What follows belongs to an exercise in optimizing a design on an open flow for small area, a short achievable clock period and few clock cycles per item; a production flow would make more cautious choices. RTL that was checked went through simulation tests only; none was proved equivalent to the original. Function not checked in run 1: the RTL went through the layout flow alone. Power is estimated from default activity; no workload was simulated.

`flow/design.v`:
```
`timescale 1ns / 1ps
package rpsf_pkg;
	localparam int unsigned ADDR_W  = 40;
	localparam int unsigned WORD_W  = 32;
	localparam int unsigned TIME_W  = 32;
	localparam int unsigned TMO_W   = 16;
	localparam int unsigned COUNT_W = 8;
	localparam int unsigned LEN_W   = 6;
	localparam int unsigned CMD_W   = 8;
	localparam int unsigned PHASE_W = 3;
	localparam int unsigned CFG_IDX_W = 3;
	localparam logic [CMD_W-1:0] CMD_REQUEST_CODE  = 8'd1;
	localparam logic [CMD_W-1:0] CMD_RESPONSE_CODE = 8'd2;
	localparam logic [CMD_W-1:0] CMD_PING_CODE     = 8'd3;
	localparam logic [CMD_W-1:0] CMD_PONG_CODE     = 8'd4;
	localparam logic [LEN_W-1:0] RESPONSE_LENGTH   = 6'd6;
	localparam logic [LEN_W-1:0] VERIFY_LENGTH     = 6'd8;
	localparam logic KIND_REQUEST = 1'b0;
	localparam logic KIND_PONG    = 1'b1;
	localparam logic [ADDR_W-1:0]  DEFAULT_ADDRESS_RST = 40'd733295205870;
	localparam logic [WORD_W-1:0]  DEVICE_ID_RST       = 32'd272914040;
	localparam logic [WORD_W-1:0]  HOST_MAGIC_RST      = 32'd0;
	localparam logic [WORD_W-1:0]  SLAVE_MAGIC_RST     = 32'd0;
	localparam logic [COUNT_W-1:0] VERIFY_TARGET_RST   = 8'd5;
	localparam logic [TMO_W-1:0]   RESPONSE_TMO_RST    = 16'd100;
	localparam logic [TMO_W-1:0]   VERIFY_TMO_RST      = 16'd5000;
	localparam logic [TMO_W-1:0]   SILENT_DONE_RST     = 16'd3000;
	localparam logic [COUNT_W-1:0] COUNT_MAX = {COUNT_W{1'b1}};
	typedef enum logic [PHASE_W-1:0] {
		PH_IDLE   = 3'd0,
		PH_SEND   = 3'd1,
		PH_WAIT   = 3'd2,
		PH_VERIFY = 3'd3,
		PH_DONE   = 3'd4
	} phase_t;
	typedef enum logic [CFG_IDX_W-1:0] {
		REG_DEFAULT_ADDRESS = 3'd0,
		REG_DEVICE_ID       = 3'd1,
		REG_HOST_MAGIC      = 3'd2,
		REG_SLAVE_MAGIC     = 3'd3,
		REG_VERIFY_TARGET   = 3'd4,
		REG_RESPONSE_TMO    = 3'd5,
		REG_VERIFY_TMO      = 3'd6,
		REG_SILENT_DONE     = 3'd7
	} cfg_reg_t;
endpackage
`timescale 1ns / 1ps
module radio_pairing_slave_fsm_top (
	input  logic                                 clk,
	input  logic                                 arst_n,
	input  logic                                 cfg_we,
	input  logic [rpsf_pkg::CFG_IDX_W-1:0]       cfg_index,
	input  logic [rpsf_pkg::ADDR_W-1:0]          cfg_data,
	input  logic                                 poll_valid,
	output logic                                 poll_ready,
	input  logic                                 poll_enable,
	input  logic [rpsf_pkg::TIME_W-1:0]          poll_now_ms,
	input  logic                                 poll_rx_valid,
	input  logic [rpsf_pkg::LEN_W-1:0]           poll_rx_length,
	input  logic [rpsf_pkg::CMD_W-1:0]           poll_rx_command,
	input  logic [rpsf_pkg::WORD_W-1:0]          poll_rx_magic,
	input  logic [rpsf_pkg::ADDR_W-1:0]          poll_rx_granted_address,
	output logic                                 result_valid,
	input  logic                                 result_ready,
	output logic                                 result_send_valid,
	output logic                                 result_send_kind,
	output logic [rpsf_pkg::WORD_W-1:0]          result_send_word,
	output logic [rpsf_pkg::ADDR_W-1:0]          result_send_address,
	output logic [rpsf_pkg::ADDR_W-1:0]          result_link_address,
	output logic                                 result_rx_flush,
	output logic [rpsf_pkg::PHASE_W-1:0]         result_phase,
	output logic [rpsf_pkg::COUNT_W-1:0]         result_verify_count,
	output logic                                 result_finish
);
	logic [rpsf_pkg::ADDR_W-1:0]  default_address_q;
	logic [rpsf_pkg::WORD_W-1:0]  device_id_q;
	logic [rpsf_pkg::WORD_W-1:0]  host_magic_q;
	logic [rpsf_pkg::WORD_W-1:0]  slave_magic_q;
	logic [rpsf_pkg::COUNT_W-1:0] verify_target_q;
	logic [rpsf_pkg::TMO_W-1:0]   response_tmo_q;
	logic [rpsf_pkg::TMO_W-1:0]   verify_tmo_q;
	logic [rpsf_pkg::TMO_W-1:0]   silent_done_q;
	logic [rpsf_pkg::PHASE_W-1:0] phase_q;
	logic [rpsf_pkg::TIME_W-1:0]  time_q;
	logic [rpsf_pkg::COUNT_W-1:0] count_q;
	logic                         goal_q;
	logic [rpsf_pkg::ADDR_W-1:0]  link_q;
	logic                         valid_q;
	logic                         send_q;
	logic                         event_q;
	logic                         init1_q, init2_q;
	logic [7:0]                   cfg_en;
	logic [rpsf_pkg::ADDR_W-1:0]  cfg_wd [8];
	logic                         fire;
	logic                         in_idle, in_send, in_wait, in_verify, in_done;
	logic                         resp_ok, ping_ok;
	logic [rpsf_pkg::TMO_W-1:0]   now_lo, now_hi, tim_lo, tim_hi;
	logic [rpsf_pkg::TMO_W-1:0]   hi_same, hi_next, csa_s, csa_c;
	logic                         lo_ok, hi_ne;
	logic [rpsf_pkg::TMO_W-1:0]   limit;
	logic                         expired;
	logic [rpsf_pkg::COUNT_W-1:0] count_inc;
	logic [rpsf_pkg::PHASE_W-1:0] phase_d, phase_n, phase_x;
	logic                         lim_resp_q, lim_resp_d, lim_resp_n;
	logic                         goal_d, goal_n;
	logic [rpsf_pkg::TMO_W-1:0]   limit_n_q;
	logic                         cfg_wr_q;
	logic                         lo_cout, expired0, expired1;
	function automatic logic [rpsf_pkg::ADDR_W-1:0] cfg_rst(input int i);
		case (i)
			0: cfg_rst = rpsf_pkg::DEFAULT_ADDRESS_RST;
			1: cfg_rst = rpsf_pkg::ADDR_W'(rpsf_pkg::DEVICE_ID_RST);
			2: cfg_rst = rpsf_pkg::ADDR_W'(rpsf_pkg::HOST_MAGIC_RST);
			3: cfg_rst = rpsf_pkg::ADDR_W'(rpsf_pkg::SLAVE_MAGIC_RST);
			4: cfg_rst = rpsf_pkg::ADDR_W'(rpsf_pkg::VERIFY_TARGET_RST);
			5: cfg_rst = rpsf_pkg::ADDR_W'(rpsf_pkg::RESPONSE_TMO_RST);
			6: cfg_rst = rpsf_pkg::ADDR_W'(rpsf_pkg::VERIFY_TMO_RST);
			default: cfg_rst = rpsf_pkg::ADDR_W'(rpsf_pkg::SILENT_DONE_RST);
		endcase
	endfunction
	function automatic logic carry_out(input logic [rpsf_pkg::TMO_W-1:0] a,
			input logic [rpsf_pkg::TMO_W-1:0] b, input logic cin);
		logic [rpsf_pkg::TMO_W-1:0] g, p;
		g = a & b;
		p = a | b;
		g[0] = g[0] | (p[0] & cin);
		for (int s = 1; s < rpsf_pkg::TMO_W; s = s * 2) begin
			for (int i = 0; i + 2 * s <= rpsf_pkg::TMO_W; i = i + 2 * s) begin
				g[i + 2 * s - 1] = g[i + 2 * s - 1] | (p[i + 2 * s - 1] & g[i + s - 1]);
				p[i + 2 * s - 1] = p[i + 2 * s - 1] & p[i + s - 1];
			end
		end
		carry_out = g[rpsf_pkg::TMO_W-1];
	endfunction
	assign poll_ready = (!valid_q || result_ready) && !cfg_wr_q;
	assign fire       = poll_valid && poll_ready;
	always_ff @(posedge clk or negedge arst_n) begin
		if (!arst_n) begin
			init1_q <= 1'b0;
			init2_q <= 1'b0;
		end else begin
			init1_q <= 1'b1;
			init2_q <= init1_q;
		end
	end
	always_comb begin
		for (int i = 0; i < 8; i++) begin
			cfg_en[i] = !init1_q || (cfg_we && (cfg_index == i));
			cfg_wd[i] = (cfg_data & {rpsf_pkg::ADDR_W{init1_q}})
				| (cfg_rst(i) & {rpsf_pkg::ADDR_W{!init1_q}});
		end
	end
	always_ff @(posedge clk) begin
		if (cfg_en[rpsf_pkg::REG_DEFAULT_ADDRESS])
			default_address_q <= cfg_wd[rpsf_pkg::REG_DEFAULT_ADDRESS];
		if (cfg_en[rpsf_pkg::REG_DEVICE_ID])
			device_id_q <= cfg_wd[rpsf_pkg::REG_DEVICE_ID][rpsf_pkg::WORD_W-1:0];
		if (cfg_en[rpsf_pkg::REG_HOST_MAGIC])
			host_magic_q <= cfg_wd[rpsf_pkg::REG_HOST_MAGIC][rpsf_pkg::WORD_W-1:0];
		if (cfg_en[rpsf_pkg::REG_SLAVE_MAGIC])
			slave_magic_q <= cfg_wd[rpsf_pkg::REG_SLAVE_MAGIC][rpsf_pkg::WORD_W-1:0];
		if (cfg_en[rpsf_pkg::REG_VERIFY_TARGET])
			verify_target_q <= cfg_wd[rpsf_pkg::REG_VERIFY_TARGET][rpsf_pkg::COUNT_W-1:0];
		if (cfg_en[rpsf_pkg::REG_RESPONSE_TMO])
			response_tmo_q <= cfg_wd[rpsf_pkg::REG_RESPONSE_TMO][rpsf_pkg::TMO_W-1:0];
		if (cfg_en[rpsf_pkg::REG_VERIFY_TMO])
			verify_tmo_q <= cfg_wd[rpsf_pkg::REG_VERIFY_TMO][rpsf_pkg::TMO_W-1:0];
		if (cfg_en[rpsf_pkg::REG_SILENT_DONE])
			silent_done_q <= cfg_wd[rpsf_pkg::REG_SILENT_DONE][rpsf_pkg::TMO_W-1:0];
	end
	assign in_idle   = (phase_q == rpsf_pkg::PH_IDLE);
	assign in_send   = (phase_q == rpsf_pkg::PH_SEND);
	assign in_wait   = (phase_q == rpsf_pkg::PH_WAIT);
	assign in_verify = (phase_q == rpsf_pkg::PH_VERIFY);
	assign in_done   = (phase_q == rpsf_pkg::PH_DONE);
	assign resp_ok = poll_rx_valid && (poll_rx_length == rpsf_pkg::RESPONSE_LENGTH)
		&& (poll_rx_command == rpsf_pkg::CMD_RESPONSE_CODE);
	assign ping_ok = poll_rx_valid && (poll_rx_length == rpsf_pkg::VERIFY_LENGTH)
		&& (poll_rx_command == rpsf_pkg::CMD_PING_CODE) && (poll_rx_magic == host_magic_q);
	assign lim_resp_d = in_send || (in_wait && !resp_ok);
	assign goal_d     = (in_wait && resp_ok) ? 1'b0
		: ((in_verify && ping_ok) ? (goal_q || (count_inc >= verify_target_q)) : goal_q);
	assign lim_resp_n = fire ? lim_resp_d : lim_resp_q;
	assign goal_n     = fire ? goal_d : goal_q;
	assign limit      = lim_resp_n ? response_tmo_q : (goal_n ? silent_done_q : verify_tmo_q);
	always_ff @(posedge clk) begin
		limit_n_q <= ~limit;
		cfg_wr_q  <= cfg_we;
	end
	assign now_lo  = poll_now_ms[rpsf_pkg::TMO_W-1:0];
	assign now_hi  = poll_now_ms[rpsf_pkg::TIME_W-1:rpsf_pkg::TMO_W];
	assign tim_lo  = time_q[rpsf_pkg::TMO_W-1:0];
	assign tim_hi  = time_q[rpsf_pkg::TIME_W-1:rpsf_pkg::TMO_W];
	assign lo_ok   = carry_out(now_lo, ~tim_lo, 1'b1);
	assign hi_same = ~(now_hi ^ tim_hi);
	assign hi_next = {hi_same[rpsf_pkg::TMO_W-1:1] ~^ (now_hi[rpsf_pkg::TMO_W-2:0] | ~tim_hi[rpsf_pkg::TMO_W-2:0]),
		~hi_same[0]};
	assign hi_ne   = lo_ok ? !(&hi_same) : !(&hi_next);
	assign csa_s   = now_lo ^ ~tim_lo ^ limit_n_q;
	assign csa_c   = (now_lo & ~tim_lo) | (now_lo & limit_n_q) | (~tim_lo & limit_n_q);
	assign lo_cout = carry_out(csa_s, {csa_c[rpsf_pkg::TMO_W-2:0], 1'b1}, 1'b0);
	assign expired0 = hi_ne || !(!csa_c[rpsf_pkg::TMO_W-1] ^ lo_ok);
	assign expired1 = hi_ne || (!csa_c[rpsf_pkg::TMO_W-1] ^ lo_ok);
	assign expired  = lo_cout ? expired1 : expired0;
	assign count_inc = (count_q != rpsf_pkg::COUNT_MAX) ? count_q + 1'b1 : count_q;
	always_comb begin
		phase_n = phase_q;
		phase_x = phase_q;
		if (!poll_enable) begin
			phase_n = rpsf_pkg::PH_IDLE;
			phase_x = rpsf_pkg::PH_IDLE;
		end else begin
			case (phase_q)
				rpsf_pkg::PH_IDLE: begin
					phase_n = rpsf_pkg::PH_SEND;
					phase_x = rpsf_pkg::PH_SEND;
				end
				rpsf_pkg::PH_SEND: begin
					phase_n = rpsf_pkg::PH_WAIT;
					phase_x = rpsf_pkg::PH_WAIT;
				end
				rpsf_pkg::PH_WAIT: begin
					phase_n = resp_ok ? rpsf_pkg::PH_VERIFY : rpsf_pkg::PH_WAIT;
					phase_x = resp_ok ? rpsf_pkg::PH_VERIFY : rpsf_pkg::PH_SEND;
				end
				rpsf_pkg::PH_VERIFY: begin
					phase_n = rpsf_pkg::PH_VERIFY;
					phase_x = ping_ok ? rpsf_pkg::PH_VERIFY
						: (goal_q ? rpsf_pkg::PH_DONE : rpsf_pkg::PH_SEND);
				end
				rpsf_pkg::PH_DONE: begin
					phase_n = rpsf_pkg::PH_DONE;
					phase_x = rpsf_pkg::PH_DONE;
				end
				default: begin
					phase_n = rpsf_pkg::PH_IDLE;
					phase_x = rpsf_pkg::PH_IDLE;
				end
			endcase
		end
	end
	assign phase_d = lo_cout ? (expired1 ? phase_x : phase_n) : (expired0 ? phase_x : phase_n);
	always_ff @(posedge clk or negedge arst_n) begin
		if (!arst_n) begin
			phase_q <= rpsf_pkg::PH_IDLE;
			count_q <= '0;
			valid_q <= 1'b0;
		end else begin
			if (fire) begin
				phase_q <= phase_d;
				if (poll_enable) begin
					if (in_idle || (in_wait && resp_ok))
						count_q <= '0;
					else if (in_verify && ping_ok)
						count_q <= count_inc;
				end
			end
			if (fire)
				valid_q <= 1'b1;
			else if (result_ready)
				valid_q <= 1'b0;
		end
	end
	always_ff @(posedge clk) begin
		if (!init2_q || (fire && poll_enable && (in_idle || in_send)))
			link_q <= default_address_q;
		else if (fire && poll_enable && in_wait && resp_ok)
			link_q <= poll_rx_granted_address;
	end
	always_ff @(posedge clk) begin
		if (fire) begin
			if (!((in_wait && !resp_ok) || (in_verify && !ping_ok)))
				time_q <= poll_now_ms;
			goal_q <= goal_d;
			lim_resp_q <= lim_resp_d;
			send_q  <= poll_enable && (in_send || (in_verify && ping_ok));
			event_q <= poll_enable && ((in_wait && resp_ok) || in_done);
		end
	end
	assign result_valid        = valid_q;
	assign result_send_valid   = send_q;
	assign result_send_kind    = send_q && phase_q[0];
	assign result_send_word    = !send_q ? '0 : (phase_q[0] ? slave_magic_q : device_id_q);
	assign result_send_address = send_q ? link_q : '0;
	assign result_link_address = link_q;
	assign result_rx_flush     = event_q && !phase_q[2];
	assign result_phase        = phase_q;
	assign result_verify_count = count_q;
	assign result_finish       = event_q && phase_q[2];
endmodule
```
`flow/flow/run.sh`:
```
#!/bin/bash
# Standard layout with two changes:
#  - the port buffers are the smallest buffer (buf_1) instead of the one
#    buffer_ports picks by default;
#  - the slow four-input OR/NOR cells (and the 4-stack AOI/OAI) are added to
#    the don't-use list, so synthesis builds wide ORs from faster gates.
set -euo pipefail
export BUFFER_PORTS_ARGS="-buffer_cell sky130_fd_sc_hd__buf_1"
PLATFORM_DONT_USE="sky130_fd_sc_hd__lpflow_bleeder_1 sky130_fd_sc_hd__lpflow_clkbufkapwr_1 sky130_fd_sc_hd__lpflow_clkbufkapwr_16 sky130_fd_sc_hd__lpflow_clkbufkapwr_2 sky130_fd_sc_hd__lpflow_clkbufkapwr_4 sky130_fd_sc_hd__lpflow_clkbufkapwr_8 sky130_fd_sc_hd__lpflow_clkinvkapwr_1 sky130_fd_sc_hd__lpflow_clkinvkapwr_16 sky130_fd_sc_hd__lpflow_clkinvkapwr_2 sky130_fd_sc_hd__lpflow_clkinvkapwr_4 sky130_fd_sc_hd__lpflow_clkinvkapwr_8 sky130_fd_sc_hd__lpflow_decapkapwr_12 sky130_fd_sc_hd__lpflow_decapkapwr_3 sky130_fd_sc_hd__lpflow_decapkapwr_4 sky130_fd_sc_hd__lpflow_decapkapwr_6 sky130_fd_sc_hd__lpflow_decapkapwr_8 sky130_fd_sc_hd__lpflow_inputiso0n_1 sky130_fd_sc_hd__lpflow_inputiso0p_1 sky130_fd_sc_hd__lpflow_inputiso1n_1 sky130_fd_sc_hd__lpflow_inputiso1p_1 sky130_fd_sc_hd__lpflow_inputisolatch_1 sky130_fd_sc_hd__lpflow_isobufsrc_1 sky130_fd_sc_hd__lpflow_isobufsrc_16 sky130_fd_sc_hd__lpflow_isobufsrc_2 sky130_fd_sc_hd__lpflow_isobufsrc_4 sky130_fd_sc_hd__lpflow_isobufsrc_8 sky130_fd_sc_hd__lpflow_isobufsrckapwr_16 sky130_fd_sc_hd__lpflow_lsbuf_lh_hl_isowell_tap_1 sky130_fd_sc_hd__lpflow_lsbuf_lh_hl_isowell_tap_2 sky130_fd_sc_hd__lpflow_lsbuf_lh_hl_isowell_tap_4 sky130_fd_sc_hd__lpflow_lsbuf_lh_isowell_4 sky130_fd_sc_hd__lpflow_lsbuf_lh_isowell_tap_1 sky130_fd_sc_hd__lpflow_lsbuf_lh_isowell_tap_2 sky130_fd_sc_hd__lpflow_lsbuf_lh_isowell_tap_4 sky130_fd_sc_hd__probe_p_8 sky130_fd_sc_hd__probec_p_8 "
EXTRA_DONT_USE="sky130_fd_sc_hd__a2111o_1 sky130_fd_sc_hd__a2111o_2 sky130_fd_sc_hd__a2111o_4 sky130_fd_sc_hd__a2111oi_0 sky130_fd_sc_hd__a2111oi_1 sky130_fd_sc_hd__a2111oi_2 sky130_fd_sc_hd__a2111oi_4 sky130_fd_sc_hd__nor4_1 sky130_fd_sc_hd__nor4_2 sky130_fd_sc_hd__nor4_4 sky130_fd_sc_hd__nor4b_1 sky130_fd_sc_hd__nor4b_2 sky130_fd_sc_hd__nor4b_4 sky130_fd_sc_hd__nor4bb_1 sky130_fd_sc_hd__nor4bb_2 sky130_fd_sc_hd__nor4bb_4 sky130_fd_sc_hd__o2111a_1 sky130_fd_sc_hd__o2111a_2 sky130_fd_sc_hd__o2111a_4 sky130_fd_sc_hd__o2111ai_1 sky130_fd_sc_hd__o2111ai_2 sky130_fd_sc_hd__o2111ai_4 sky130_fd_sc_hd__or4_1 sky130_fd_sc_hd__or4_2 sky130_fd_sc_hd__or4_4 sky130_fd_sc_hd__or4b_1 sky130_fd_sc_hd__or4b_2 sky130_fd_sc_hd__or4b_4 sky130_fd_sc_hd__or4bb_1 sky130_fd_sc_hd__or4bb_2 sky130_fd_sc_hd__or4bb_4"
bash standard.sh DONT_USE_CELLS="$PLATFORM_DONT_USE $EXTRA_DONT_USE" finish > standard_flow.log 2>&1
```
`flow/standard.sh`:
```
#!/bin/bash
# synth_recipe.tcl (not shown) runs the flow's synth.tcl, then flattens the netlist and writes it again
# the make line also repeats each setting of config.mk as NAME=value (left out here)
make -C /OpenROAD-flow-scripts/flow DESIGN_CONFIG=/design/flow/config.mk WORK_HOME=/design/flow/orfs CLKGATE_MAP_FILE= SYNTH_SCRIPT=/design/flow/synth_recipe.tcl "${@:-finish}"
```
`flow/config.mk`:
```
export PLATFORM = sky130hd
export DESIGN_NAME = radio_pairing_slave_fsm_top
export DESIGN_NICKNAME = radio_pairing_slave_fsm_top
export VERILOG_FILES = /design/flow/design.v
export SDC_FILE = /design/flow/constraint.sdc
export NUM_CORES = 4
export LEC_CHECK = 0
export CAP_MARGIN = 20
export CORE_MARGIN = 2
export CORE_UTILIZATION = 65
export CTS_CLUSTER_DIAMETER = 100
export CTS_CLUSTER_SIZE = 24
export SETUP_SLACK_MARGIN = 2.5
export SLEW_MARGIN = 20
```
`flow/constraint.sdc`:
```
create_clock -name core_clock -period 5.5 [get_ports {clk}]
set_input_delay 1.1000 -clock core_clock [delete_from_list [all_inputs] [get_ports {clk}]]
set_output_delay 1.1000 -clock core_clock [all_outputs]
set_load 0.01 [all_outputs]
```
==> results.txt, run 1 <==
* R2r startpoint: count_q[0]$_DFFE_PN0P_
* Main synth FF type: edfxtp_1
* Tmin final at a little over 3 ns
* 1st-iter DRT viols at 580
* Antenna viol nets, final at 0
* Multi-input gate area at 5310 um2
* DP Area at 15600 um2
* Initial Util at 0.668
* Die Footprint at 22900 um2
* Top Ports at around 300
* Mean Syn Cell Area at around 14 um2
* Gr ovfl total at 0
* Crit path depth at 10
* CP Capture Type: register
* Cells on worst reg2reg path at 14
* Flop and latch count out of synthesis at roughly 300
* Fraction of the mapped netlist area in simple logic gates at 0.117
* RSZ-0062 raised after global routing: true
* Crit Reg-Reg Endpoint: limit_n_q[14]$_DFF_P_
* Register area share after synthesis at 0.617
* Hold Path Depth at 1
* Post-Synth XOR/XNOR Area at 0.0322
* CTS H-Tree Depth at 1
* CTS clk-pin slew, worst paths at 0.10 ns
* Reported max-cap violation count at 0
* Row Count at between 50 and 60
* Worst setup path end: phase_q[1]$_DFFE_PN0P_
* Gpl congestion at about 0.85
* Synth area leader: edfxtp_1
* Critical path fanouts, max at 3
* Setup WS post-layout at 2.40 ns
* Yosys top cell area share at 0.565
* Endpoints failing setup at 0
* Largest cells by area after synthesis: edfxtp_1 57%, ha_1 4.9%, and2_1 3.5%, mux2_2 3.0%, dfxtp_1 2.7%
* Drt drc at 0
* Max IR drop VDD at 0.249 mV
* Placed insts at around 1600
* Req. time, crit path at between 5 and 6 ns
* Core ar. at 21200 um2
* Synth Warn # at 2
* Worst slew pin tran at 0.849 ns
* Post-Layout Cell Count at 1650
* Final period util at 0.564
* Mux share of post-synthesis cell area at 0.0584
* Vias in the first global route at 9067
* Launch point of the worst path: poll_now_ms[1]
* Setup Skew at 0.0320 ns
* Total GRT Usage at 0.285
* Die width at 151 um
* CTS Sinks at around 300
* Finished Cell Area at 16800 um2
* Critical path launch point type: input pin
* Clk Latency, worst-skew pair at 0.52 ns
* R2r setup slk at 2.43 ns
* Rel. slew slack at 0.434
* CP Data Arrival Time at between 3 and 4 ns
* Total negative slack at 0 ns
* Cell repeated most along the worst path: maj3_2
* Via-to-Cell Ratio at 5.61
* Layout cells sized above 1 at 0.131
* Seq. cell area at 8720 um2
* Pwr/cell area at ~330 nW/um2
* CTS tree: yes
* CP delay by family, top: adder cells
* Vias at 9253
* Worst path cell trace: buf_2 > inv_2 > fa_1 > maj3_2 > maj3_2 > o32ai_4 > o211ai_1 > a211oi_4 > mux2_4 > o21a_1
* Final Hold Fails at 0
* Main combinational cell family by area after synthesis: simple AND/OR/NAND/NOR gates
* Number of library cell types mapped by synthesis at 69
* Setup CP Type: input pin to register
* Outcome: no timing/DRC/antenna violations
* CTS buffer count at 16
* F_max at 323 MHz
* CP max-delay cell: fa_1
* Net Count, Synth at 1285
* FFs w/ async S/R, synth at 0.0468
* IO Port Bufs at 296
* Max-slew violation count at 0
* First-pass iteration count of the detailed router at 5
* Final wirelength at 33800 um
* Pleak at roughly 0.006 uW
* Root Buffer: clkbuf_16
* Gate Count Post-Synth at 1046
* Initial antenna violation count at 4
* Filler Cell Count at ~1300
* Crit-path max cell delay at 0.44 ns
* Crit path buf inv count at 2
* Wirelength per Cell at approximately 21 um
* Adder-Cell Fraction of Synth Area at 0.0745
* First-pass GRT wire length at ~49000 um
* EDFF count, synth at 266
* Detailed Place HPWL at 22700 um
* Compound-gate portion of the synthesized area at 0.0625
* Worst min path class: register to register
* Place WS at approximately 1.6 ns
* Largest net degree at the start of global routing at 60
* Post-Syn Area at 14100 um2
* Die Height at approximately 150 um
* Area Growth Syn to Fin at 18.9%
* CTS Buffer Depth at 3
* Fin nets at 1600
[state kept, by name, indices dropped and copies added, names as in the netlist, 3 cells and up]
signal,flops
default_address_q,40
link_q,40
device_id_q,32
host_magic_q,32
slave_magic_q,32
time_q,32
limit_n_q,16
response_tmo_q,16
silent_done_q,16
verify_tmo_q,16
count_q,8
verify_target_q,8
phase_q,3
[how the worst min path moves through the flow]
stage	start	endpoint	slack [ns]
CTS	response_tmo_q[10]$_DFFE_PP_	limit_n_q[10]$_DFF_P_	0.45
floorplan	init1_q$_DFF_PN0_	init2_q$_DFF_PN0_	0.35
finish	response_tmo_q[13]$_DFFE_PP_	limit_n_q[13]$_DFF_P_	0.45
detailed placement	response_tmo_q[13]$_DFFE_PP_	limit_n_q[13]$_DFF_P_	0.43
global placement	response_tmo_q[13]$_DFFE_PP_	limit_n_q[13]$_DFF_P_	0.43
global route	response_tmo_q[13]$_DFFE_PP_	limit_n_q[13]$_DFF_P_	0.47
[where the power goes]
| group | switching, uW | internal, uW |
|---|---|---|
| Clock | 709 | 607 |
| Combinational | 761 | 578 |
| Sequential | 109 | 2710 |
[metal layers]
layer	part of all wire	GRT usage	vias to the layer above
li1	-	-	4343
met1	0.39	0.368	4473
met2	0.50	0.483	376
met3	0.082	0.0662	57
met4	0.024	0.0879	4
met5	0.00080	0	-
[cells in the mapped netlist, types with 4 or more instances]
cell      instances
a21oi_1          16
a31oi_1           5
and2_1           80
and4_1            8
buf_2            10
clkbuf_1         24
dfrtp_1          14
dfxtp_1          19
edfxtp_1        266
fa_1             16
ha_1             55
inv_1           100
maj3_2            4
mux2_2           38
mux2i_1          36
nand2_1          24
nand2b_1         42
nand3_1          14
nand4_1          15
nor2_1           32
nor2b_1          40
nor3_1            4
o21a_1           18
o21ai_0          15
o22ai_1          17
o31ai_1          26
xnor2_1          34
xor2_1           18
[cell type report]
cell class                      count  share of cell area
Clock inverter                      3             0.00328
Antenna cell                        4            0.000596
Multi-Input combinational cell    608               0.316
Clock buffer                       25              0.0258
Sequential cell                   299               0.519
Tap cell                          275              0.0205
Timing Repair Buffer              333              0.0909
Inverter                          103              0.0236
[layout by cell type (no fill, tap or decap), types with 5 or more instances in the layout]
cell type / Yosys / layout
buf_1: 3 / 291
edfxtp_1: 266 / 266
inv_1: 100 / 94
and2_1: 80 / 79
ha_1: 55 / 52
nand2b_1: 42 / 42
nor2b_1: 40 / 39
mux2_2: 38 / 38
mux2i_1: 36 / 35
xnor2_1: 34 / 33
nor2_1: 32 / 31
nand2_1: 24 / 24
buf_4: 1 / 23
dfxtp_1: 19 / 19
o21a_1: 18 / 18
xor2_1: 18 / 17
clkbuf_16: 0 / 17
o22ai_1: 17 / 16
nand4_1: 15 / 15
fa_1: 16 / 15
a21oi_1: 16 / 14
o31ai_2: 1 / 13
nand3_1: 14 / 11
o31ai_4: 0 / 9
clkbuf_1: 24 / 9
dfrtp_1: 14 / 9
and4_1: 8 / 8
buf_6: 0 / 8
o21ai_0: 15 / 7
inv_2: 3 / 7
o21ai_1: 2 / 6
o31ai_1: 26 / 6
dfrtp_2: 0 / 5
[kinds of logic after synthesis]
logic type      Yosys count
buf+inv                 141
flops                   299
fa+ha+maj                75
other cells               1
mux                      77
compound gates          123
simple gates            278
xor+xnor                 52
[what timing repair did]
| action | 4_1_cts | 5_1_grt |
|---|---|---|
| resized for setup | 22 | 60 |
| setup endpoints to repair | 111 | 70 |
| hold buffers | 0 | 0 |
| pin swaps | 9 | 23 |
| gates cloned | 2 | 2 |
| buffers inserted | 14 | 6 |
[through the flow]
step                utilization  hold slack (ns)  power [uW]
floorplan                     -            0.352        3650
global placement          0.740            0.432        3980
detailed placement        0.740            0.433        4020
CTS                       0.774            0.448        5380
global route              0.794            0.465        5710
finish                    0.794            0.455        5480
==> run 2: changes to the inputs <==
--- a/flow/design.v
+++ b/flow/design.v
@@ -100,3 +100,2 @@
 	logic [rpsf_pkg::TMO_W-1:0]   limit;
-	logic                         expired;
 	logic [rpsf_pkg::COUNT_W-1:0] count_inc;
@@ -108,2 +107,4 @@
 	logic                         lo_cout, expired0, expired1;
+	logic [rpsf_pkg::TMO_W-1:0]   ok_g, ok_p, csa_x, csa_o, csa_a, cs_y, cs_g, cs_p;
+	logic [rpsf_pkg::PHASE_W-1:0] phase_d1, phase_d0;
 	function automatic logic [rpsf_pkg::ADDR_W-1:0] cfg_rst(input int i);
@@ -120,16 +121,2 @@
 	endfunction
-	function automatic logic carry_out(input logic [rpsf_pkg::TMO_W-1:0] a,
-			input logic [rpsf_pkg::TMO_W-1:0] b, input logic cin);
-		logic [rpsf_pkg::TMO_W-1:0] g, p;
-		g = a & b;
-		p = a | b;
-		g[0] = g[0] | (p[0] & cin);
-		for (int s = 1; s < rpsf_pkg::TMO_W; s = s * 2) begin
-			for (int i = 0; i + 2 * s <= rpsf_pkg::TMO_W; i = i + 2 * s) begin
-				g[i + 2 * s - 1] = g[i + 2 * s - 1] | (p[i + 2 * s - 1] & g[i + s - 1]);
-				p[i + 2 * s - 1] = p[i + 2 * s - 1] & p[i + s - 1];
-			end
-		end
-		carry_out = g[rpsf_pkg::TMO_W-1];
-	endfunction
 	assign poll_ready = (!valid_q || result_ready) && !cfg_wr_q;
@@ -193,3 +180,5 @@
 	assign tim_hi  = time_q[rpsf_pkg::TIME_W-1:rpsf_pkg::TMO_W];
-	assign lo_ok   = carry_out(now_lo, ~tim_lo, 1'b1);
+	assign ok_g    = {now_lo[rpsf_pkg::TMO_W-1:1] & ~tim_lo[rpsf_pkg::TMO_W-1:1], now_lo[0] | ~tim_lo[0]};
+	assign ok_p    = now_lo | ~tim_lo;
+	rpsf_carry16 u_lo_ok (.g(ok_g), .p(ok_p), .c(lo_ok));
 	assign hi_same = ~(now_hi ^ tim_hi);
@@ -198,8 +187,11 @@
 	assign hi_ne   = lo_ok ? !(&hi_same) : !(&hi_next);
-	assign csa_s   = now_lo ^ ~tim_lo ^ limit_n_q;
-	assign csa_c   = (now_lo & ~tim_lo) | (now_lo & limit_n_q) | (~tim_lo & limit_n_q);
-	assign lo_cout = carry_out(csa_s, {csa_c[rpsf_pkg::TMO_W-2:0], 1'b1}, 1'b0);
+	rpsf_csa_pre u_csa_pre (.t(tim_lo), .l(limit_n_q), .x(csa_x), .o(csa_o), .a(csa_a));
+	assign csa_s   = now_lo ^ csa_x;
+	assign csa_c   = (now_lo & csa_o) | (~now_lo & csa_a);
+	assign cs_y    = {csa_c[rpsf_pkg::TMO_W-2:0], 1'b1};
+	assign cs_g    = csa_s & cs_y;
+	assign cs_p    = csa_s | cs_y;
+	rpsf_carry16 u_lo_cout (.g(cs_g), .p(cs_p), .c(lo_cout));
 	assign expired0 = hi_ne || !(!csa_c[rpsf_pkg::TMO_W-1] ^ lo_ok);
 	assign expired1 = hi_ne || (!csa_c[rpsf_pkg::TMO_W-1] ^ lo_ok);
-	assign expired  = lo_cout ? expired1 : expired0;
 	assign count_inc = (count_q != rpsf_pkg::COUNT_MAX) ? count_q + 1'b1 : count_q;
@@ -241,3 +233,7 @@
 	end
-	assign phase_d = lo_cout ? (expired1 ? phase_x : phase_n) : (expired0 ? phase_x : phase_n);
+	assign phase_d1 = !fire ? phase_q : (expired1 ? phase_x : phase_n);
+	assign phase_d0 = !fire ? phase_q : (expired0 ? phase_x : phase_n);
+	for (genvar i = 0; i < rpsf_pkg::PHASE_W; i++) begin : ph_mux
+		rpsf_mux2 u (.s(lo_cout), .a1(phase_d1[i]), .a0(phase_d0[i]), .y(phase_d[i]));
+	end
 	always_ff @(posedge clk or negedge arst_n) begin
@@ -248,4 +244,4 @@
 		end else begin
+			phase_q <= phase_d;
 			if (fire) begin
-				phase_q <= phase_d;
 				if (poll_enable) begin
@@ -290 +286,52 @@
 endmodule
+module rpsf_carry16 (
+	input  logic [15:0] g,
+	input  logic [15:0] p,
+	output logic        c
+);
+	logic [7:0] g1n, p1n;
+	logic [3:0] g2, p2;
+	logic [1:0] g3n, p3n;
+	logic       p4;
+	for (genvar i = 0; i < 8; i++) begin : l1
+		rpsf_gp_n u (.gh(g[2*i+1]), .ph(p[2*i+1]), .gl(g[2*i]), .pl(p[2*i]), .gn(g1n[i]), .pn(p1n[i]));
+	end
+	for (genvar i = 0; i < 4; i++) begin : l2
+		rpsf_gp_p u (.ghn(g1n[2*i+1]), .phn(p1n[2*i+1]), .gln(g1n[2*i]), .pln(p1n[2*i]), .g(g2[i]), .p(p2[i]));
+	end
+	for (genvar i = 0; i < 2; i++) begin : l3
+		rpsf_gp_n u (.gh(g2[2*i+1]), .ph(p2[2*i+1]), .gl(g2[2*i]), .pl(p2[2*i]), .gn(g3n[i]), .pn(p3n[i]));
+	end
+	rpsf_gp_p l4 (.ghn(g3n[1]), .phn(p3n[1]), .gln(g3n[0]), .pln(p3n[0]), .g(c), .p(p4));
+endmodule
+module rpsf_gp_n (
+	input  logic gh, ph, gl, pl,
+	output logic gn, pn
+);
+	assign gn = ~(gh | (ph & gl));
+	assign pn = ~(ph & pl);
+endmodule
+module rpsf_gp_p (
+	input  logic ghn, phn, gln, pln,
+	output logic g, p
+);
+	assign g = ~(ghn & (phn | gln));
+	assign p = ~(phn | pln);
+endmodule
+module rpsf_csa_pre (
+	input  logic [15:0] t,
+	input  logic [15:0] l,
+	output logic [15:0] x,
+	output logic [15:0] o,
+	output logic [15:0] a
+);
+	assign x = ~t ^ l;
+	assign o = ~t | l;
+	assign a = ~t & l;
+endmodule
+module rpsf_mux2 (
+	input  logic s, a1, a0,
+	output logic y
+);
+	assign y = s ? a1 : a0;
+endmodule
--- a/flow/config.mk
+++ b/flow/config.mk
@@ -12,3 +12,4 @@
 export CTS_CLUSTER_SIZE = 24
-export SETUP_SLACK_MARGIN = 2.5
+export SETUP_SLACK_MARGIN = 3
 export SLEW_MARGIN = 20
+export SYNTH_HIERARCHICAL = 1
==> run 2 against run 1 <==
Area after synthesis grew 1.6%. Clock-buffer cell count grew 1. Power grew 10%. Final cell count grew 5.0%. Utilization grew 4.9 points. Critical path depth shrank 6. Clock power is essentially flat. Worst hold slack gained 0.025 ns. Via count grew 10%. Critical endpoint is now result_send_word[5]. Highest routed layer unchanged.
==> results.txt, run 2 <==
* Rel. slew slack at 0.334 (-0.0999)
* Tot Pwr at 6030 uW (+10%)
* CTS buffer count at 16 (unchanged)
* Critical path launch point type: register
* CP Data Arrival Time at 1.77 ns (-1.72 ns)
* Net Sw Frac at 0.307 (+0.0184)
* Gpl congestion at 0.874 (+3.2%)
* Req. time, crit path at 4.40 ns (-1.49 ns)
* Antenna viol nets, final at 0 (unchanged)
* Die width at 153 um (+0.78%)
* Final Hold Fails at 0 (unchanged)
* 1st-iter DRT viols at 793 (+37%)
* Commonest non-fill, non-tap cell in the layout: edfxtp_1
* Wirelength per Cell at 22.7 um (+11%)
* Setup Skew at 0.0187 ns (-0.0133 ns)
* Initial Util at 0.660 (-0.00802)
* CTS H-Tree Depth at 1 (unchanged)
* Reported max-cap violation count at 0 (unchanged)
* Pleak at 0.00710 uW (+15%)
* Top Ports at 297 (unchanged)
* IO Port Bufs at 296 (unchanged)
* Layout cells sized above 1 at 0.263 (+0.132)
* CP Capture Type: primary output
* Synth Warn # at 8 (+6)
* Gr ovfl total at 0 (unchanged)
* Endpoints failing setup at 0 (unchanged)
* Filler Cell Count at 1086 (-18%)
* Max-slew violation count at 0 (unchanged)
* Drt drc at 0 (unchanged)
* RSZ-0062 raised after global routing: true
* First-pass GRT wire length at 56200 um (+15%)
* Post-Syn Area at 14400 um2 (+1.6%)
* Gate Count Post-Synth at 1091 (+4.3%)
* Area Growth Syn to Fin at 27.8%
* Detailed Place HPWL at 24100 um (+6.2%)
* Launch point of the worst path: phase_q[0]$_DFF_PN0_
* Post-layout util at 0.844 (+0.0493)
* Tmin final at 2.87 ns (-0.227 ns)
* Core ar. at 21800 um2 (+2.8%)
* Critical path fanouts, max at 11 (+8)
* Vias at 10200 (+10%)
* Largest net degree at the start of global routing at 76 (+27%)
* Vias in the first global route at 9934 (+9.6%)
* Die Height at 153 um (+0.78%)
* First-pass iteration count of the detailed router at 7 (+2)
* Top flop regs: default_address_q: 40 flops, link_q: 40 flops
* Mean Syn Cell Area at 13.2 um2 (-2.6%)
* CTS Buffer Depth at 3 (unchanged)
* Comb pwr share at 0.302 (+0.057)
* Initial antenna violation count at 4 (unchanged)
* CTS clk-pin slew, worst paths at 0.10 ns (about the same)
* Outcome: no timing/DRC/antenna violations
* Row Count at 54 (+1.9%)
* Hold buffers post-CTS at 0 (unchanged)
* Via-to-Cell Ratio at 5.89 (+5.0%)
* P_sw at 1850 uW (+17%)
* Total negative slack at 0 ns (unchanged)
* Worst slew pin tran at 0.998 ns (+0.150 ns)
* Int Pwr at 4180 uW (+7.3%)
* Fin nets at 1667 (+4.2%)
* CTS Sinks at 299 (unchanged)
* Die Footprint at 23300 um2 (+1.6%)
* Setup CP Type: register to primary output
* F_max at 348 MHz (+7.9%)
* Part of the power in the clock network at 0.216 (-0.024)
* R2r startpoint: count_q[1]$_DFFE_PN0P_
* Fraction of power consumed by sequential logic at 0.482 (-0.033)
* Net Count, Synth at 1315 (+2.3%)
* Hold Crit Start: silent_done_q[10]$_DFFE_PP_
* Most frequent cells in the layout: 266 x edfxtp_1, 209 x buf_1, 75 x inv_1
* Final period util at 0.522 (-0.0413)
* Final wirelength at 39300 um (+16%)
* CTS tree: yes
* Clk Latency, worst-skew pair at 0.50 ns (-0.02 ns)
* Worst min path class: register to register
* Total GRT Usage at 0.312 (+0.0270)
* Pwr/cell area at 329 nW/um2 (+0.84%)
* Max IR drop VDD at 0.212 mV (-15%)
* Root Buffer: clkbuf_16
==> run 2: path summary, 6_finish.rpt <==
path | to | slack, ns | cells past startpoint
max | result_send_word[5] | 2.63 | 4
max in group asynchronous | phase_q[0]$_DFF_PN0_ | 4.06 | 1
min | limit_n_q[10]$_DFF_P_ | 0.48 | 1
max reg2reg | limit_n_q[0]$_DFF_P_ | 2.67 | 15
min reg2reg | limit_n_q[10]$_DFF_P_ | 0.48 | 1
min in group asynchronous | phase_q[2]$_DFF_PN0_ | 0.73 | 1
==> run 2: layout make-up <==
| cell class | instances | area, um2 | share of cell area |
|---|---|---|---|
| multi-input combinational | 685 | 6080 | 0.331 |
| tap | 280 | 350 | 0.0191 |
| inverter | 78 | 295 | 0.0161 |
| sequential | 299 | 8730 | 0.476 |
| clock buffer | 26 | 469 | 0.0256 |
| clock inverter | 1 | 16.3 | 0.000886 |
| antenna | 1 | 2.50 | 0.000136 |
| timing repair buffer | 363 | 2400 | 0.131 |
==> run 2: power by group through the flow <==
stage          logic, uW  registers [uW]  clock network [uW]
2_1_floorplan       1070            2880                   0
3_3_place_gp        1340            2970                   0
3_5_place_dp        1390            2980                   0
4_1_cts             1660            2910                1300
5_1_grt             1970            2930                1380
6_report            1820            2910                1310
==> run 2: routing by layer <==
layer | GRT usage | routed length (um) | part of all wire | vias to the layer above
li1 | - | - | - | 4602
met1 | 0.420 | 15000 | 0.38 | 4963
met2 | 0.533 | 19400 | 0.49 | 540
met3 | 0.0518 | 3530 | 0.090 | 91
met4 | 0.0807 | 1300 | 0.033 | 4
met5 | 0 | 24 | 0.00061 | -
==> run 2: timing repair <==
action	4_1_cts	5_1_grt
cloned	9	6
endpoints found under the setup margin	256	149
pin swaps	53	17
gates resized for setup	142	141
setup buffers	34	12
==> run 2: worst max-delay path: stages (launching register included) <==
cell and delay [ns]:
dfrtp_4 0.57, buf_12 0.18, mux2i_1 0.15, nor2b_1 0.19
buf_2 0.17
==> run 2: per-stage QoR <==
| step | setup slack, ns | hold WS [ns] | instance area, um2 | instances |
|---|---|---|---|---|
| 2_1_floorplan | 2.55 | 0.352 | 14800 | 1091 |
| 3_5_place_dp | 1.70 | 0.459 | 16200 | 1642 |
| 6_report | 2.63 | 0.480 | 18400 | 1733 |
| 4_1_cts | 2.67 | 0.484 | 17600 | 1712 |
| 3_3_place_gp | 1.79 | 0.449 | 16100 | 1641 |
| 5_1_grt | 2.57 | 0.500 | 18300 | 1732 |
Testbench counts of run 2, summed over its fixed seeds: cycles 24,008, items 24,000.
==> run 3: changes to the inputs <==
--- a/flow/config.mk
+++ b/flow/config.mk
@@ -12,3 +12,3 @@
 export CTS_CLUSTER_SIZE = 24
-export SETUP_SLACK_MARGIN = 3
+export SETUP_SLACK_MARGIN = 2.5
 export SLEW_MARGIN = 20
==> run 3 against run 2 <==
Area after synthesis unchanged. First-iteration DRC count down 15%. Clock-buffer cell count up 1. Register-to-register slack about the same. Final cell count down 2.0%. Cell area down 8.8%. Sequential power about the same. Combinational power down 19%. Utilization down 7.4 points. Die area unchanged. Wire length down 13%. Setup slack worse by 0.025 ns. Largest cell class unchanged.
==> results.txt, run 3 <==
* Outcome: no timing/DRC/antenna violations
* Layout cells sized above 1 at 0.121 (-0.142)
* Worst min path class: register to register
* Place WS at 1.71 ns (+0.00755 ns)
* Met3 WL at 2420 um (-31%)
* Net Count, Synth at 1315 (unchanged)
* M1 WL at 14100 um (-5.8%)
* Pwr/cell area at 337 nW/um2 (+2.6%)
* Post-layout util at 0.769 (-0.0740)
* Worst path cell trace: buf_6 > mux2i_1 > nor2b_1 > buf_1
* Synth Warn # at 8 (unchanged)
* Req. time, crit path at 4.40 ns (about the same)
* Post-Syn Area at 14400 um2 (unchanged)
* Tmin final at 2.90 ns (+0.0254 ns)
* Vias at 9462 (-7.2%)
* CTS clk-pin slew, worst paths at 0.10 ns (about the same)
* Launch point of the worst path: phase_q[0]$_DFF_PN0_
* Multi-input gate area at 5460 um2 (-10%)
* Total negative slack at 0 ns (unchanged)
* First-pass GRT wire length at 51100 um (-9.1%)
* Rel. slew slack at 0.308 (-0.0263)
* CP max-delay cell: dfrtp_4
* Clk Latency, worst-skew pair at 0.50 ns (about the same)
* Most frequent cells in the layout: 294 x buf_1, 266 x edfxtp_1, 79 x and2_1
* Final Hold Fails at 0 (unchanged)
* Gate Count Post-Synth at 1091 (unchanged)
* Detailed Place HPWL at 23600 um (-2.2%)
* Hold Crit Start: silent_done_q[15]$_DFFE_PP_
* CP Capture Type: primary output
* Max-slew violation count at 0 (unchanged)
* CTS H-Tree Depth at 1 (unchanged)
* Pleak at 0.00608 uW (-14%)
* Final period util at 0.527 (+0.00461)
* RSZ-0062 raised after global routing: true
* Gpl congestion at 0.828 (-5.2%)
* Top layer used by detailed routing: met4
* Area Growth Syn to Fin at 16.6%
* CTS tree: yes
* Drt drc at 0 (unchanged)
* IO Port Bufs at 296 (unchanged)
* Crit Reg-Reg Endpoint: limit_n_q[4]$_DFF_P_
* Cells on worst reg2reg path at 15 (unchanged)
* F_max at 345 MHz (-0.88%)
* Initial Util at 0.660 (unchanged)
* Initial antenna violation count at 4 (unchanged)
* Die width at 153 um (unchanged)
* Vias in the first global route at 9374 (-5.6%)
* CTS Buffer Depth at 3 (unchanged)
* Via-to-Cell Ratio at 5.57 (-5.3%)
* Fin Hold WS at 0.475 ns (-0.00535 ns)
* Antenna viol nets, final at 0 (unchanged)
* Filler Cell Count at 1431 (+32%)
* Critical path launch point type: register
* Worst setup path end: result_send_word[7]
* Max IR drop VDD at 0.259 mV (+22%)
* First-pass iteration count of the detailed router at 5 (-2)
* Die Footprint at 23300 um2 (unchanged)
* Setup Skew at 0.0221 ns (+0.00344 ns)
* Setup WS post-layout at 2.60 ns (-0.0254 ns)
* Critical path fanouts, max at 21 (+10)
* Setup CP Type: register to primary output
* Top flop regs: default_address_q: 40 flops, link_q: 40 flops
* Largest net degree at the start of global routing at 66 (-13%)
* Placed insts at 1645 (+0.18%)
* Hold buffers post-CTS at 0 (unchanged)
* Total GRT Usage at 0.283 (-0.0284)
* Post-Layout Cell Count at 1698 (-2.0%)
* R2r startpoint: count_q[1]$_DFFE_PN0P_
* Met2 routed wirelength at 16900 um (-13%)
* Mean Syn Cell Area at 13.2 um2 (unchanged)
* Fin nets at 1628 (-2.3%)
* Seq. cell area at 8730 um2 (about the same)
* R2r setup slk at 2.66 ns (about the same)
* Top Ports at 297 (unchanged)
* CTS buffer count at 16 (unchanged)
* Gr ovfl total at 0 (unchanged)
* Final wirelength at 34200 um (-13%)
* CP Data Arrival Time at 1.80 ns (+0.03 ns)
* Commonest non-fill, non-tap cell in the layout: buf_1
* Wirelength per Cell at 20.1 um (-11%)
* Core ar. at 21800 um2 (unchanged)
* Worst slew pin tran at 1.04 ns (+0.0395 ns)
* CTS Sinks at 299 (unchanged)
* Crit-path max cell delay at 0.51 ns (-0.06 ns)
* Root Buffer: clkbuf_16
* Die Height at 153 um (unchanged)
* Reported max-cap violation count at 0 (unchanged)
* Endpoints failing setup at 0 (unchanged)
* Row Count at 54 (unchanged)
* 1st-iter DRT viols at 671 (-15%)
[run 3: per-layer routing]
layer / up-vias / global-route usage
li1: 4503 / -
met1: 4550 / 0.375
met2: 365 / 0.480
met3: 44 / 0.0577
met4: 0 / 0.0802
met5: - / 0
[run 3: worst min path at each step]
stage / endpoint / slack (ns) / cells after the start
after detailed placement: limit_n_q[7]$_DFF_P_ / 0.46 / 1
after CTS: limit_n_q[1]$_DFF_P_ / 0.47 / 1
final: limit_n_q[15]$_DFF_P_ / 0.47 / 1
after global routing: limit_n_q[13]$_DFF_P_ / 0.49 / 1
after global placement: limit_n_q[3]$_DFF_P_ / 0.45 / 1
after floorplan: init2_q$_DFF_PN0_ / 0.35 / 0
[run 3: final cells by class]
type	instances	share of cell area
Multi-Input combinational cell	683	0.326
Antenna cell	4	0.000598
Clock buffer	27	0.0277
Clock inverter	1	0.000972
Sequential cell	299	0.521
Tap cell	280	0.0209
Inverter	78	0.0175
Timing Repair Buffer	326	0.0852
[run 3: power by group]
part / internal, uW / switching (uW) / total [uW] / leakage (uW)
Clock: 588 / 701 / 1290 / 0.000228
Combinational: 614 / 861 / 1470 / 0.00302
Sequential: 2730 / 156 / 2880 / 0.00284
Total: 3930 / 1720 / 5650 / 0.00608
[run 3: metrics by stage]
step           area [um2]  power [uW]
2_1_floorplan       14400        3890
3_3_place_gp        15900        4280
3_5_place_dp        15900        4320
4_1_cts             16500        5640
5_1_grt             16700        5900
6_report            16700        5650
[run 3: worst max-delay path: cells and delay by family, from the launching register on]
kind	cells	cell delay, ns
simple gates	1	0.23
mux	1	0.15
buf+inv	2	0.40
flops	1	0.51
[run 3: what timing repair did]
action / 4_1_cts / 5_1_grt
gates resized for setup: 16 / 21
setup buffers: 6 / 12
pin swaps: 2 / 14
endpoints found under the hold margin: 0 / 0
gates cloned: 2 / 1
setup endpoints to repair: 154 / 126
==> run 4: changes to the inputs <==
--- a/flow/config.mk
+++ b/flow/config.mk
@@ -9,3 +9,3 @@
 export CORE_MARGIN = 2
-export CORE_UTILIZATION = 65
+export CORE_UTILIZATION = 72
 export CTS_CLUSTER_DIAMETER = 100
==> run 4 against run 3 <==
Largest power group unchanged. Power rose by 1.2%. Still clean on timing, DRC and antenna. Clock skew about the same. Final cell count shrank 1.4%. Wire length up 3.8%. Critical path type is now input pin to register. Synthesized cell count did not move.
==> results.txt, run 4 <==
* Cells on worst reg2reg path at 14 (-1)
* RSZ-0062 raised after global routing: false
* Worst slew pin tran at 1.08 ns (+0.0377 ns)
* Reported max-cap violation count at 0 (unchanged)
* CP delay by family, top: simple AND/OR/NAND/NOR gates
* Finished Cell Area at 16600 um2 (-0.67%)
* F_max at 337 MHz (-2.5%)
* Hold buffers post-CTS at 0 (unchanged)
* Row Count at 51 (-5.6%)
* Pleak at 0.00604 uW (-0.74%)
* First-pass iteration count of the detailed router at 5 (unchanged)
* Detailed Place HPWL at 24200 um (+2.8%)
* Most frequent cells in the layout: 291 x buf_1, 266 x edfxtp_1, 79 x and2_1
* Setup Skew at 0.0220 ns (-0.0000708 ns)
* Initial antenna violation count at 1 (-3)
* CP Data Arrival Time at 3.38 ns (+1.58 ns)
* CP Capture Type: register
* Wirelength per Cell at 21.2 um (+5.2%)
* Fin nets at 1623 (-0.31%)
* CTS Sinks at 299 (unchanged)
* CTS Buffer Depth at 3 (unchanged)
* CTS tree: yes
* Crit-path max cell delay at 0.29 ns (-0.22 ns)
* Final Hold Fails at 0 (unchanged)
* Die Footprint at 21100 um2 (-9.5%)
* Total GRT Usage at 0.329 (+0.0459)
* CTS H-Tree Depth at 1 (unchanged)
* Req. time, crit path at 5.91 ns (+1.51 ns)
* Final period util at 0.540 (+0.0133)
* Top Ports at 297 (unchanged)
* Vias in the first global route at 9814 (+4.7%)
* Tot Pwr at 5720 uW (+1.2%)
* Drt drc at 0 (unchanged)
* Root Buffer: clkbuf_16
* Area Growth Syn to Fin at 15.8%
* Commonest non-fill, non-tap cell in the layout: buf_1
* Total negative slack at 0 ns (unchanged)
* Gr ovfl total at 0 (unchanged)
* Crit path buf inv count at 2 (unchanged)
* Worst path cell trace: buf_1 > nand2b_1 > nand2_1 > nor2_1 > a21oi_4 > o21ai_4 > buf_4 > nand2_1 > nor3_1 > and4_1 > a31oi_1 > nor2_1 > o21ai_0 > mux2_4
* Max-slew violation count at 0 (unchanged)
* Worst min path class: register to register
* Filler Cell Count at 1051 (-27%)
* 1st-iter DRT viols at 785 (+17%)
* IO Port Bufs at 296 (unchanged)
* Top flop regs: default_address_q: 40 flops, link_q: 40 flops
* Largest net degree at the start of global routing at 55 (-17%)
* DP Area at 15800 um2 (-0.17%)
* CTS clk-pin slew, worst paths at 0.10 ns (about the same)
* CP max-delay cell: mux2_4
* Critical path fanouts, max at 5 (-76%)
* Die width at 145 um (-4.9%)
* Endpoints failing setup at 0 (unchanged)
* Multi-input gate area at 5410 um2 (-0.92%)
* Pwr/cell area at 344 nW/um2 (+1.9%)
* Clk Latency, worst-skew pair at 0.51 ns (about the same)
* Core ar. at 19500 um2 (-10%)
* Crit path depth at 14 (+10)
* Via-to-Cell Ratio at 5.90 (+5.8%)
* Synth Warn # at 8 (unchanged)
* Gate Count Post-Synth at 1091 (unchanged)
* Critical path launch point type: input pin
* R2r setup slk at 2.54 ns (-0.12 ns)
* Seq. cell area at 8720 um2 (about the same)
* Tmin final at 2.97 ns (+0.0729 ns)
* CTS buffer count at 16 (unchanged)
* Hold Path Depth at 1 (unchanged)
* Setup CP Type: input pin to register
* Gpl congestion at 0.891 (+7.6%)
* Mean Syn Cell Area at 13.2 um2 (unchanged)
* Final wirelength at 35500 um (+3.8%)
* Outcome: no timing/DRC/antenna violations
* First-pass GRT wire length at 53700 um (+5.2%)
* Net Count, Synth at 1315 (unchanged)
* Rel. slew slack at 0.280 (-0.0278)
* Antenna viol nets, final at 0 (unchanged)
* Layout cells sized above 1 at 0.118 (-0.00312)
* Die Height at 145 um (-4.9%)
* Max IR drop VDD at 0.373 mV (+44%)
* Initial Util at 0.735 (+0.0754)
* Post-Syn Area at 14400 um2 (unchanged)
* Vias at 9876 (+4.4%)
==> run 4: worst reg2reg max path, delay by kind of cell, from the launching register on <==
kind | cells | cell delay, ns
AOI/OAI and AO/OA | 4 | 0.96
adders and majority gates | 2 | 0.41
and+or+nand+nor | 5 | 0.66
buffers and inverters | 2 | 0.30
xor gates and xnor gates | 1 | 0.11
DFF | 1 | 0.40
==> run 4: timing repair <==
| item | CTS | global route |
|---|---|---|
| setup endpoints to repair | 145 | 35 |
| resized for setup | 12 | 19 |
| gates cloned | 1 | 0 |
| pin swaps | 3 | 7 |
| buffers inserted | 10 | 6 |
==> run 4: through the flow <==
stage               setup slack [ns]  cells  hold slack (ns)  utilization
floorplan                       2.52   1091            0.352            -
detailed placement              1.62   1629            0.460        0.811
global route                    2.41   1675            0.487        0.852
global placement                1.73   1629            0.449        0.811
finish                          2.53   1675            0.465        0.852
CTS                             2.48   1668            0.475        0.845
==> run 4: metal layers <==
metal,vias to the layer above,global-route usage,routed length (um)
met5,-,0,0
met4,0,0.113,1330
met3,98,0.0585,3250
met2,559,0.563,17900
met1,4733,0.429,13000
li1,4486,-,-
==> run 4: final cells by class <==
cell class / count / share of cell area
multi-input combinational: 682 / 0.325
inverter: 78 / 0.0176
clock inverter: 1 / 0.000978
sequential: 299 / 0.525
timing repair buffer: 322 / 0.0832
antenna: 1 / 0.000150
tap: 265 / 0.0199
clock buffer: 27 / 0.0284
==> run 4: path summary, 6_finish.rpt <==
| path | start | to |
|---|---|---|
| max | poll_now_ms[5] | phase_q[2]$_DFF_PN0_ |
| min reg2reg | silent_done_q[11]$_DFFE_PP_ | limit_n_q[11]$_DFF_P_ |
| max in group asynchronous | arst_n | phase_q[0]$_DFF_PN0_ |
| min in group asynchronous | arst_n | init2_q$_DFF_PN0_ |
| max reg2reg | count_q[1]$_DFFE_PN0P_ | limit_n_q[1]$_DFF_P_ |
| min | silent_done_q[11]$_DFFE_PP_ | limit_n_q[11]$_DFF_P_ |
==> run 4: where the power goes <==
part	internal, uW	leakage (uW)	total [uW]	switching, uW
logic	632	0.00296	1510	877
clock network	600	0.000234	1310	709
registers	2730	0.00284	2900	168
==> run 5: changes to the inputs <==
--- a/flow/flow/run.sh
+++ b/flow/flow/run.sh
@@ -10,2 +10,2 @@
 EXTRA_DONT_USE="sky130_fd_sc_hd__a2111o_1 sky130_fd_sc_hd__a2111o_2 sky130_fd_sc_hd__a2111o_4 sky130_fd_sc_hd__a2111oi_0 sky130_fd_sc_hd__a2111oi_1 sky130_fd_sc_hd__a2111oi_2 sky130_fd_sc_hd__a2111oi_4 sky130_fd_sc_hd__nor4_1 sky130_fd_sc_hd__nor4_2 sky130_fd_sc_hd__nor4_4 sky130_fd_sc_hd__nor4b_1 sky130_fd_sc_hd__nor4b_2 sky130_fd_sc_hd__nor4b_4 sky130_fd_sc_hd__nor4bb_1 sky130_fd_sc_hd__nor4bb_2 sky130_fd_sc_hd__nor4bb_4 sky130_fd_sc_hd__o2111a_1 sky130_fd_sc_hd__o2111a_2 sky130_fd_sc_hd__o2111a_4 sky130_fd_sc_hd__o2111ai_1 sky130_fd_sc_hd__o2111ai_2 sky130_fd_sc_hd__o2111ai_4 sky130_fd_sc_hd__or4_1 sky130_fd_sc_hd__or4_2 sky130_fd_sc_hd__or4_4 sky130_fd_sc_hd__or4b_1 sky130_fd_sc_hd__or4b_2 sky130_fd_sc_hd__or4b_4 sky130_fd_sc_hd__or4bb_1 sky130_fd_sc_hd__or4bb_2 sky130_fd_sc_hd__or4bb_4"
-bash standard.sh DONT_USE_CELLS="$PLATFORM_DONT_USE $EXTRA_DONT_USE" finish > standard_flow.log 2>&1
+bash standard.sh DONT_USE_CELLS="$PLATFORM_DONT_USE $EXTRA_DONT_USE" RECOVER_POWER=100 finish > standard_flow.log 2>&1
--- a/flow/config.mk
+++ b/flow/config.mk
@@ -9,3 +9,3 @@
 export CORE_MARGIN = 2
-export CORE_UTILIZATION = 72
+export CORE_UTILIZATION = 65
 export CTS_CLUSTER_DIAMETER = 100
==> run 5 against run 4 <==
The layout now fails its checks (capacitance limit, slew limit). Wire length fell by 3.6%. Largest power group unchanged. Via count fell by 4.4%. Worst hold slack improved by 0.012 ns. Fmax down 25%. Final cell count up 1.4%. Non-clock buffer count is 4 higher. Sequential share of layout area rose by 0.31 points. Largest cell class unchanged.
==> results.txt, run 5 <==
* Core ar. at 21800 um2 (+11%)
* Commonest non-fill, non-tap cell in the layout: buf_1
* Req. time, crit path at 4.40 ns (-1.51 ns)
* Vias in the first global route at 9374 (-4.5%)
* Via-to-Cell Ratio at 5.56 (-5.7%)
* Die width at 153 um (+5.1%)
* Top Ports at 297 (unchanged)
* Setup Skew at 0.0224 ns (+0.000396 ns)
* CTS tree: yes
* Total negative slack at 0 ns (unchanged)
* F_max at 253 MHz (-25%)
* Row Count at 54 (+5.9%)
* Worst path cell trace: clkbuf_1 > mux2i_1 > nor2b_1 > buf_1
* Endpoints failing setup at 0 (unchanged)
* Drt drc at 0 (unchanged)
* Critical path fanouts, max at 21 (+16)
* M1 WL at 14000 um (+7.3%)
* Pleak at 0.00595 uW (-1.5%)
* Worst min path class: register to register
* Crit-path max cell delay at 1.21 ns (+0.92 ns)
* First-pass GRT wire length at 51100 um (-4.9%)
* CTS H-Tree Depth at 1 (unchanged)
* 1st-iter DRT viols at 637 (-19%)
* CTS Sinks at 299 (unchanged)
* Outcome: failed layout checks
* Max IR drop VDD at 0.257 mV (-31%)
* Hold buffers post-CTS at 0 (unchanged)
* Clk Latency, worst-skew pair at 0.50 ns (about the same)
* CTS clk-pin slew, worst paths at 0.10 ns (about the same)
* Net Count, Synth at 1315 (unchanged)
* RSZ-0062 raised after global routing: true
* Mean Syn Cell Area at 13.2 um2 (unchanged)
* Final Hold Fails at 0 (unchanged)
* Violated checks: capacitance limit, slew limit
* Worst slew pin tran at 1.99 ns (+0.916 ns)
* Final period util at 0.718 (+0.177)
* Root Buffer: clkbuf_16
* Antenna viol nets, final at 0 (unchanged)
* Hold Crit Start: silent_done_q[15]$_DFFE_PP_
* Tot Pwr at 5600 uW (-2.1%)
* Largest net degree at the start of global routing at 66 (+20%)
* Setup CP Type: register to primary output
* CP Data Arrival Time at 2.85 ns (-0.53 ns)
* Tmin final at 3.95 ns (+0.976 ns)
* Max-slew violation count at 100 (+100)
* Area Growth Syn to Fin at 15.1%
* Reported max-cap violation count at 3 (+3)
* Synth Warn # at 8 (unchanged)
* Die Height at 153 um (+5.1%)
* CP Capture Type: primary output
* Layout cells sized above 1 at 0.0948 (-0.0230)
* Most frequent cells in the layout: 290 x buf_1, 266 x edfxtp_1, 78 x inv_1
* CTS Buffer Depth at 3 (unchanged)
* Top layer used by detailed routing: met4
* Pwr/cell area at 339 nW/um2 (-1.5%)
* Gpl congestion at 0.828 (-7.1%)
* Vias at 9441 (-4.4%)
* Initial antenna violation count at 4 (+3)
* Final wirelength at 34200 um (-3.6%)
* Detailed Place HPWL at 23600 um (-2.8%)
* Post-Syn Area at 14400 um2 (unchanged)
* Fin nets at 1628 (+0.31%)
* R2r startpoint: init1_q$_DFF_PN0_
* Gate Count Post-Synth at 1091 (unchanged)
* Initial Util at 0.660 (-0.0754)
* CTS buffer count at 16 (unchanged)
* Gr ovfl total at 0 (unchanged)
* Met2 routed wirelength at 16900 um (-5.2%)
* Top flop regs: default_address_q: 40 flops, link_q: 40 flops
* Critical path launch point type: register
* Rel. slew slack at -0.331 (-0.611)
* IO Port Bufs at 296 (unchanged)
* Launch point of the worst path: phase_q[0]$_DFF_PN0_
* Wirelength per Cell at 20.1 um (-4.9%)
* Die Footprint at 23300 um2 (+10%)
* First-pass iteration count of the detailed router at 5 (unchanged)
* CP max-delay cell: clkbuf_1
* Total GRT Usage at 0.283 (-0.0459)
* Met3 WL at 2590 um (-20%)
* Filler Cell Count at 1471 (+40%)
## run 5: worst paths after layout
kind                            depth (start not counted)                         to  slack [ns]
worst max-delay path                                    4        result_send_word[7]        1.55
min in group asynchronous                               1          init1_q$_DFF_PN0_        0.65
worst min register to register                          1      limit_n_q[15]$_DFF_P_        0.48
max in group asynchronous                               1       phase_q[0]$_DFF_PN0_        4.26
worst max register to register                          3  device_id_q[23]$_DFFE_PP_        1.62
worst min-delay path                                    1      limit_n_q[15]$_DFF_P_        0.48
## run 5: metal layers
| layer | vias up | track usage |
|---|---|---|
| met1 | 4526 | 0.375 |
| li1 | 4498 | - |
| met2 | 371 | 0.480 |
| met5 | - | 0 |
| met4 | 0 | 0.0802 |
| met3 | 46 | 0.0577 |
## run 5: worst max-delay path: cells and delay by family (launching register included)
kind | cells | cell delay (ns)
buffers and inverters | 2 | 1.40
DFF | 1 | 0.44
muxes | 1 | 0.22
and+or+nand+nor | 1 | 0.28
## run 5: power by group
group | switching (uW) | internal [uW]
Clock | 700 | 588
Combinational | 846 | 578
Sequential | 152 | 2730
Total | 1700 | 3900
## run 5: metrics by stage
step                      instance area, um2  utilization  hold WS, ns  worst slack [ns]  instances
after floorplan                        14400            -        0.352              2.52       1091
after global placement                 15900        0.729        0.450              1.77       1645
after detailed placement               15900        0.729        0.463              1.71       1645
after CTS                              16500        0.758        0.475              2.51       1681
after global routing                   16500        0.760        0.492              1.35       1697
final                                  16500        0.760        0.476              1.55       1698
## run 5: timing repair
item,CTS,global route
buffers inserted,6,12
gates resized for setup,16,21
pin swaps,2,14
hold endpoints to repair,0,0
gates cloned,2,1
setup endpoints to repair,154,126
## run 5: cell type report
class,instances,area (um2),share of cell area
Multi-Input combinational cell,683,5330,0.322
Clock inverter,1,16.3,0.000984
Timing Repair Buffer,326,1340,0.0812
Antenna cell,4,10.0,0.000606
Clock buffer,27,463,0.0280
Inverter,78,293,0.0177
Tap cell,280,350,0.0212
Sequential cell,299,8720,0.528

-- afterwards: timing with drivers on the ports --
No port has a modelled driver above. Below, the same layouts with a new extraction and two added sets of constraints.
Step 1: set_driving_cell puts a clkbuf_16 on clk and a buf_2 on each other input, an assumption about the parent block.
Step 2 moves the port delays by t, midway between the first and last clock arrival at a register: inputs arrive t later, outputs are due t later. That takes back most of the time a late clock gives input paths.
a / b / c = ideal / step 1 / step 2; a / b = the first two.
run | t, ns | setup WS [ns] | worst setup path after step 2 | clock arrival spread, ns | pins driven straight from the clock port
run 1 | 0.554 | 2.400 / 2.418 / 1.864 | input to register | 0.032 / 0.032 | 1
run 2 | 0.540 | 2.627 / 2.580 / 2.168 | input to register | 0.020 / 0.020 | 1
run 3 | 0.540 | 2.602 / 2.554 / 2.097 | input to register | 0.023 / 0.023 | 1
run 4 | 0.546 | 2.529 / 2.536 / 2.003 | input to register | 0.024 / 0.024 | 1
run 5 | 0.540 | 1.553 / 1.505 / 1.106 | input to register | 0.025 / 0.025 | 1
For run 1, which loses most, drivers alone change the setup slack by +0.018 ns; drivers and shift together by -0.536 ns.
